Source: an optimization exercise on an open RTL-to-GDS flow (aim: small area). Production flows keep margins and buffers that such runs may drop.
Function was checked by simulation only, so behaviour that the tests miss may differ from the original.
Power and IR drop assume default switching activity.

==> module calc_core, before the edit <==
module calc_core (
    input  logic        clk,
    input  logic        reset_p,
    input  logic [5:0]  tc,
    input  logic        cap,
    input  logic [3:0]  cap_code,
    input  logic [3:0]  key_value,
    output logic [53:0] result,
    output logic [63:0] result_bcd,
    output logic        result_ready
);
    logic k_dig, k_clr, k_op, k_eq;
    assign k_op  = (cap_code[1:0] == 2'd3);
    assign k_clr = (cap_code == 4'hc);
    assign k_eq  = (cap_code == 4'he);
    assign k_dig = ~k_op & ~k_clr & ~k_eq;
    logic [3:0] dval;
    always_comb begin
        case (key_value[3:2])
            2'd0:    dval = {2'b00, key_value[1:0]} + 4'd1;
            2'd1:    dval = {2'b00, key_value[1:0]} + 4'd4;
            2'd2:    dval = {2'b00, key_value[1:0]} + 4'd7;
            default: dval = 4'd0;
        endcase
    end
    logic        second, ev, fv, ent;
    logic [1:0]  op;       
    logic [1:0]  ph;
    logic [31:0] E, F;
    logic [53:0] R;
    logic [63:0] D;
    logic op_key, eq_key;
    assign op_key = cap & k_op & ~second;
    assign eq_key = cap & k_eq & second;
    logic       p1d, p2d, p3d, enz;
    logic [1:0] ec;
    logic       dbit;
    logic [2:0] et;
    assign dbit = (tc[4:2] == 3'd0) & dval[tc[1:0]];
    assign et   = {2'b00, p1d} + {2'b00, p3d} + {2'b00, dbit} + {1'b0, ec};
    always_ff @(posedge clk) begin
        p1d <= ent & E[0] & ev;
        p2d <= p1d;
        p3d <= p2d;
        ec  <= ent ? et[2:1] : 2'd0;
        enz <= ent & (enz | et[0]);    
    end
    logic        ph1, ph2, ph3, step, xfer, bcd_step, first;
    logic        is_div, is_mul, last;
    logic        abit, bz;
    logic        sel_r, lsb, m, inv, r_en;
    logic [53:0] X, Y, sum;
    logic        q;
    assign ph1      = (ph == 2'd1);
    assign ph2      = (ph == 2'd2);
    assign ph3      = (ph == 2'd3);
    assign step     = ph1 & ~tc[5];
    assign xfer     = ph1 & tc[5] & is_div;
    assign bcd_step = ph2 | (ph3 & (tc < 6'd44));
    assign first    = (tc[4:0] == 5'd0);
    assign last     = (tc[4:0] == 5'd31);
    assign is_div   = (op == 2'd3);
    assign is_mul   = (op == 2'd2);
    assign abit     = F[~tc[4:0]] & fv;
    assign bz       = ~ev;
    always_comb begin
        sel_r = 1'b1;
        lsb   = 1'b0;
        m     = 1'b0;
        inv   = 1'b0;
        r_en  = 1'b0;
        if (step) begin
            sel_r = ~first;
            r_en  = 1'b1;
            if (is_div) begin
                lsb = abit;
                m   = ev;
                inv = first | ~R[33];
            end else if (is_mul) begin
                m   = abit & ev;
            end else begin
                lsb = abit;
                m   = last & ev;
                inv = last & op[0];
            end
        end else if (xfer) begin
            sel_r = ~first;
            lsb   = D[15] & ~bz;
            r_en  = 1'b1;
        end else if (bcd_step) begin
            lsb  = R[53];
            r_en = ~tc[0];
        end
    end
    logic sh_r, hold_r;
    assign sh_r   = r_en & sel_r;
    assign hold_r = ~r_en;
    always_comb begin
        X[0] = r_en ? lsb : R[0];
        for (int i = 1; i < 34; i++)
            X[i] = (R[i - 1] & sh_r) | (R[i] & hold_r);
        X[53:34] = R[52:33];
    end
    assign Y   = {{22{inv}}, ({32{m}} & E) ^ {32{inv}}};
    logic [54:0] cy;
    always_comb begin
        cy[0] = inv;
        for (int i = 0; i < 54; i++) begin
            sum[i]    = X[i] ^ Y[i] ^ cy[i];
            cy[i + 1] = (X[i] & Y[i]) | (X[i] & cy[i]) | (Y[i] & cy[i]);
        end
    end
    assign q   = ~sum[33];
    logic [31:0] d_half;
    logic        d_cy, cf, kill;
    bin_to_bcd u_dd (
        .d      (D[31:0]),
        .adj    (bcd_step),
        .bit_in (step ? q : (bcd_step & (tc[0] ? cf : R[53]))),
        .d_next (d_half),
        .carry  (d_cy)
    );
    assign kill = ph1 & tc[5];
    always_ff @(posedge clk)
        cf <= d_cy;
    always_ff @(posedge clk) begin
        if (ent)
            E <= {et[0], E[31:1]};
        if (op_key) begin
            F  <= E;
            fv <= ev;
            op <= cap_code[3:2];
        end
        R[33:0] <= sum[33:0];
        if (r_en)
            R[53:34] <= sum[53:34];
        if (ph1 | bcd_step)
            D <= {d_half[31:17], d_half[16] & ~kill, d_half[15:0], D[63:32]};
    end
    always_ff @(posedge clk or posedge reset_p) begin
        if (reset_p) begin
            second <= 1'b0;
            ev     <= 1'b0;
            ent    <= 1'b0;
            ph     <= 2'd0;
        end else begin
            if (cap & k_dig)
                ent <= 1'b1;
            else if (last)
                ent <= 1'b0;
            if (ent & last)
                ev <= enz | et[0];
            else if ((cap & k_clr) | op_key | (ph1 & (&tc)))
                ev <= 1'b0;
            if (op_key)
                second <= 1'b1;
            else if (eq_key)
                second <= 1'b0;
            if (eq_key)
                ph <= 2'd1;
            else if (ph1 & (&tc))
                ph <= 2'd2;
            else if (ph2 & (&tc))
                ph <= 2'd3;
            else if (result_ready)
                ph <= 2'd0;
        end
    end
    assign result_ready = ph3 & (tc == 6'd44);
    assign result       = R;
    assign result_bcd   = D;
endmodule
export LEC_CHECK = 0
export CAP_MARGIN = 0
export CORE_MARGIN = 10
export CORE_UTILIZATION = 70
export SLEW_MARGIN = 0
create_clock -name core_clock -period 260.0 [get_ports {clk}]
standard.sh (not shown) runs the stock make flow with config.mk's settings and CLKGATE_MAP_FILE= SYNTH_SCRIPT=/design/flow/synth_recipe.tcl, a recipe that flattens the netlist after the stock synthesis.
==> flow/flow/run.sh <==
#!/bin/bash
# Standard layout (the standard.sh) with three changes:
#  - after the standard synthesis, its combinational logic is re-mapped for
#    area by ABC (flow/resyn.tcl); registers and full adders are untouched,
#    and flow/equiv.tcl proves the result equal to the standard netlist
#  - port buffers use the smallest buffer cell
#  - a leaner clock tree (clkbuf_8, clusters of 20, no dummy loads)
# Each tool's output goes to a log file in this folder.
set -euo pipefail
export BUFFER_PORTS_ARGS="-buffer_cell sky130_fd_sc_hd__buf_1"
export CTS_ARGS="-sink_clustering_enable -repair_clock_nets -dont_use_dummy_load -buf_list sky130_fd_sc_hd__clkbuf_8 -sink_clustering_size 20 -sink_clustering_max_diameter 55"
bash standard.sh synth > standard_synth.log 2>&1
RES=orfs/results/sky130hd/keypad_calc_top/base
cp $RES/1_2_yosys.v standard_synth.v
export RESYN_IN=$(pwd)/standard_synth.v RESYN_OUT=$(pwd)/resyn.v RESYN_SCRIPT=$(pwd)/flow/resyn.abc
$FLOW_HOME/../tools/install/yosys/bin/yosys -c flow/resyn.tcl > resyn_yosys.log 2>&1
$FLOW_HOME/../tools/install/yosys/bin/yosys -c flow/equiv.tcl > resyn_equiv.log 2>&1
if grep -q -e assign -e '\$lut' resyn.v; then echo "resyn.v is not a plain cell netlist" >&2; exit 1; fi
cp resyn.v $RES/1_2_yosys.v
bash standard.sh > standard_flow.log 2>&1
Other scripts of this flow, unchanged in this note and not shown: flow/flow/equiv.tcl, flow/flow/resyn.abc, flow/flow/resyn.tcl
Change:
--- a/flow/design.v
+++ b/flow/design.v
@@ -135,11 +135,11 @@
     assign bcd_step = ph2 | (ph3 & (tc < 6'd44));
     assign first    = (tc[4:0] == 5'd0);
     assign last     = (tc[4:0] == 5'd31);
     assign is_div   = (op == 2'd3);
     assign is_mul   = (op == 2'd2);
-    assign abit     = F[~tc[4:0]] & fv;
+    assign abit     = F[31] & fv;
     assign bz       = ~ev;
     always_comb begin
         sel_r = 1'b1;
         lsb   = 1'b0;
         m     = 1'b0;
@@ -200,12 +200,12 @@
     always_ff @(posedge clk)
         cf <= d_cy;
     always_ff @(posedge clk) begin
         if (ent)
             E <= {et[0], E[31:1]};
+        F <= op_key ? E : {F[30:0], F[31]};
         if (op_key) begin
-            F  <= E;
             fv <= ev;
             op <= cap_code[3:2];
         end
         R[33:0] <= sum[33:0];
         if (r_en)
The changed run finished clean; design area came out lower by 0.93%; clock-buffer cell count came out higher by 1; final cell count came out higher by 2.1%; wire length came out lower by 4.7%; global-route usage came out lower by 0.80 points; via count came out lower by 0.39%; setup slack is better by 0.045 ns; first-iteration DRC count came out lower by 25%; power barely changes; register-to-register slack is better by 0.99 ns; die area came out lower by 0.99%; non-clock buffer count came out lower by 1; clock power came out higher by about 3%; sequential power came out lower by about 2%.

========
keypad_calc_top again, from the RTL that the note above started with.
clock: 260.0 ns
lec_check: 0
cap_margin: 0
core_margin: 10
core_utilization: 70
slew_margin: 0
==> flow/flow/run.sh <==
#!/bin/bash
# Standard layout (the standard.sh) with three changes:
#  - after the standard synthesis, its combinational logic is re-mapped for
#    area by ABC (flow/resyn.tcl); registers and full adders are untouched,
#    and flow/equiv.tcl proves the result equal to the standard netlist
#  - port buffers use the smallest buffer cell
#  - a leaner clock tree (clkbuf_8, clusters of 18, no dummy loads)
# Each tool's output goes to a log file in this folder.
set -euo pipefail
export BUFFER_PORTS_ARGS="-buffer_cell sky130_fd_sc_hd__buf_1"
export CTS_ARGS="-sink_clustering_enable -repair_clock_nets -dont_use_dummy_load -buf_list sky130_fd_sc_hd__clkbuf_8 -sink_clustering_size 18 -sink_clustering_max_diameter 55"
bash standard.sh synth > standard_synth.log 2>&1
RES=orfs/results/sky130hd/keypad_calc_top/base
cp $RES/1_2_yosys.v standard_synth.v
export RESYN_IN=$(pwd)/standard_synth.v RESYN_OUT=$(pwd)/resyn.v RESYN_SCRIPT=$(pwd)/flow/resyn.abc
$FLOW_HOME/../tools/install/yosys/bin/yosys -c flow/resyn.tcl > resyn_yosys.log 2>&1
$FLOW_HOME/../tools/install/yosys/bin/yosys -c flow/equiv.tcl > resyn_equiv.log 2>&1
if grep -q -e assign -e '\$lut' resyn.v; then echo "resyn.v is not a plain cell netlist" >&2; exit 1; fi
cp resyn.v $RES/1_2_yosys.v
bash standard.sh > standard_flow.log 2>&1
Other scripts of this flow, unchanged in this note and not shown: flow/flow/equiv.tcl, flow/flow/resyn.abc, flow/flow/resyn.tcl
Next try:
--- a/flow/design.v
+++ b/flow/design.v
@@ -134,13 +134,13 @@
     assign xfer     = ph1 & tc[5] & is_div;
     assign bcd_step = ph2 | (ph3 & (tc < 6'd44));
     assign first    = (tc[4:0] == 5'd0);
     assign last     = (tc[4:0] == 5'd31);
     assign is_div   = (op == 2'd3);
     assign is_mul   = (op == 2'd2);
-    assign abit     = F[~tc[4:0]] & fv;
+    assign abit     = F[31] & fv;
     assign bz       = ~ev;
     always_comb begin
         sel_r = 1'b1;
         lsb   = 1'b0;
         m     = 1'b0;
         inv   = 1'b0;
@@ -199,14 +199,14 @@
     assign kill = ph1 & tc[5];
     always_ff @(posedge clk)
         cf <= d_cy;
     always_ff @(posedge clk) begin
         if (ent)
             E <= {et[0], E[31:1]};
+        F <= op_key ? E : {F[30:0], F[31]};
         if (op_key) begin
-            F  <= E;
             fv <= ev;
             op <= cap_code[3:2];
         end
         R[33:0] <= sum[33:0];
         if (r_en)
             R[53:34] <= sum[53:34];
=> Cell count went up by 2.0%. Flip-flop and latch count does not change. First-iteration DRC count went down by 12%. Die area went down by 0.99%. Via count is about the same. Sequential share of layout area went down by 2.6 points. Setup slack gains 95 ps.

========
Starting RTL as in the previous note.
export LEC_CHECK = 0
export CAP_MARGIN = 0
export CORE_MARGIN = 10
export CORE_UTILIZATION = 70
export SLEW_MARGIN = 0
create_clock -name core_clock -period 260.0 [get_ports {clk}]
==> flow/flow/equiv.tcl <==
# Prove the re-mapped netlist equal to the standard synthesis (same
# registers, by name); the flow stops if it is not.
yosys -import
set lib $::env(FLOW_HOME)/platforms/sky130hd/lib/sky130_fd_sc_hd__tt_025C_1v80.lib
read_liberty -ignore_miss_func -ignore_miss_dir $lib
read_verilog $::env(RESYN_IN)
yosys rename $::env(FLOW_TOP) gold
read_verilog $::env(RESYN_OUT)
yosys rename $::env(FLOW_TOP) gate
flatten gold gate
hierarchy -check
async2sync
equiv_make gold gate equiv
hierarchy -top equiv
equiv_simple -seq 2
equiv_induct
equiv_status -assert
==> flow/flow/resyn.abc <==
strash
dc2
dch -f
map -a
mfs2 -a
strash
&get -n
&st
&dch -f
&nf -a -R 1000
&put
topo
==> flow/flow/resyn.tcl <==
# Re-map the combinational logic of the standard synthesis for area.
# Flip-flops, full adders and tie cells are kept exactly as the
# standard synthesis made them (same instances, names and cell types).
yosys -import
set lib $::env(FLOW_HOME)/platforms/sky130hd/lib/sky130_fd_sc_hd__tt_025C_1v80.lib
read_liberty -ignore_miss_func -ignore_miss_dir $lib
read_verilog $::env(RESYN_IN)
hierarchy -top $::env(FLOW_TOP)
set keep {}
foreach c [list fa_1 fa_2 fa_4 conb_1] { lappend keep sky130_fd_sc_hd__$c }
# every sequential cell of the library stays a black box
foreach c {dfrtp_1 dfrtp_2 dfrtp_4 dfxtp_1 dfxtp_2 dfxtp_4 edfxtp_1 dfstp_1 dfstp_2 dfstp_4 dfrbp_1 dfrbp_2 dfsbp_1 dfsbp_2 dfxbp_1 dfxbp_2 edfxbp_1 dfbbn_1 dfbbn_2 dfbbp_1 dfrtn_1} { lappend keep sky130_fd_sc_hd__$c }
foreach c $keep { setattr -mod -set blackbox 1 $c }
flatten
# wires named after the flattened cells' pins are not names of the design
yosys rename -hide w:_*_.*
opt_clean -purge
# the platform's don't-use cells (platforms/sky130hd/config.mk)
set f [open $::env(FLOW_HOME)/platforms/sky130hd/config.mk]
set cfg [read $f]
close $f
set dont_use {}
foreach c [lsort -unique [regexp -all -inline {sky130_fd_sc_hd__(?:probe|probec|lpflow)_\w+} $cfg]] {
    lappend dont_use -dont_use $c
}
abc -liberty $lib {*}$dont_use -script $::env(RESYN_SCRIPT)
opt_clean -purge
splitnets
opt_clean -purge
hilomap -singleton -hicell sky130_fd_sc_hd__conb_1 HI -locell sky130_fd_sc_hd__conb_1 LO
# (no pass-through wires to buffer: checked by run.sh)
opt_clean -purge
stat -liberty $lib
write_verilog -noattr -nohex -nodec $::env(RESYN_OUT)
Scripts as last shown in full above: flow/flow/run.sh
==> next run, changes <==
--- a/flow/design.v
+++ b/flow/design.v
@@ -169,13 +169,5 @@
         end
     end
-    logic sh_r, hold_r;
-    assign sh_r   = r_en & sel_r;
-    assign hold_r = ~r_en;
-    always_comb begin
-        X[0] = r_en ? lsb : R[0];
-        for (int i = 1; i < 34; i++)
-            X[i] = (R[i - 1] & sh_r) | (R[i] & hold_r);
-        X[53:34] = R[52:33];
-    end
+    assign X   = {R[52:33], R[32:0] & {33{sel_r}}, lsb};
     assign Y   = {{22{inv}}, ({32{m}} & E) ^ {32{inv}}};
     logic [54:0] cy;
@@ -208,7 +200,6 @@
             op <= cap_code[3:2];
         end
-        R[33:0] <= sum[33:0];
         if (r_en)
-            R[53:34] <= sum[53:34];
+            R <= sum;
         if (ph1 | bcd_step)
             D <= {d_half[31:17], d_half[16] & ~kill, d_half[15:0], D[63:32]};
Outcome:
- cell count rose by 3.7%
- die area came out higher by 1.7%
- non-clock buffer count is lower by 1
- global-route usage shrinks by 0.53 points
- via count climbs by 1.5%
- cell area increases by 1.6%
- worst setup slack improves by 310 ps
- routed wire length falls by 1.4%
- synthesized cell count grows by 6.0%
- combinational power went down by 32%

port drivers added, routing unchanged:
The results above use ideal ports. As a check the final layouts listed here were re-extracted and re-timed, cells and wires unchanged. Step 1 assumes that a clkbuf_16 drives the clock port and a buf_2 every other input. Step 2 adds t to the input delays and takes it off the output delays; t is the mean of the earliest and latest rising clock arrival at the registers after step 1. Input paths then give back, and output paths get back, about the clock's delay inside the block. Three values: no drivers, after step 1, after step 2; two values: the first two.
run	shift t [ns]	slack for setup (ns)	worst register clock-pin slew, ns	cell pins on the clock port's net
the first run of note 1	0.515	205.789 / 205.748 / 206.262	0.11 / 0.11	1
the second run of note 1	0.508	205.834 / 205.832 / 205.324	0.12 / 0.12	1
the first run of note 2	0.502	205.792 / 205.752 / 206.254	0.11 / 0.11	1
the second run of note 2	0.509	205.887 / 205.885 / 205.376	0.11 / 0.11	1
the first run of note 3	0.506	205.867 / 205.830 / 206.042	0.11 / 0.11	1
the second run of note 3	0.522	206.180 / 206.142 / 206.109	0.11 / 0.11	1
After both steps every run listed still meets setup and hold. For the second run of note 2, which loses most, drivers alone change the setup slack by -0.002 ns; drivers and shift together by -0.511 ns.
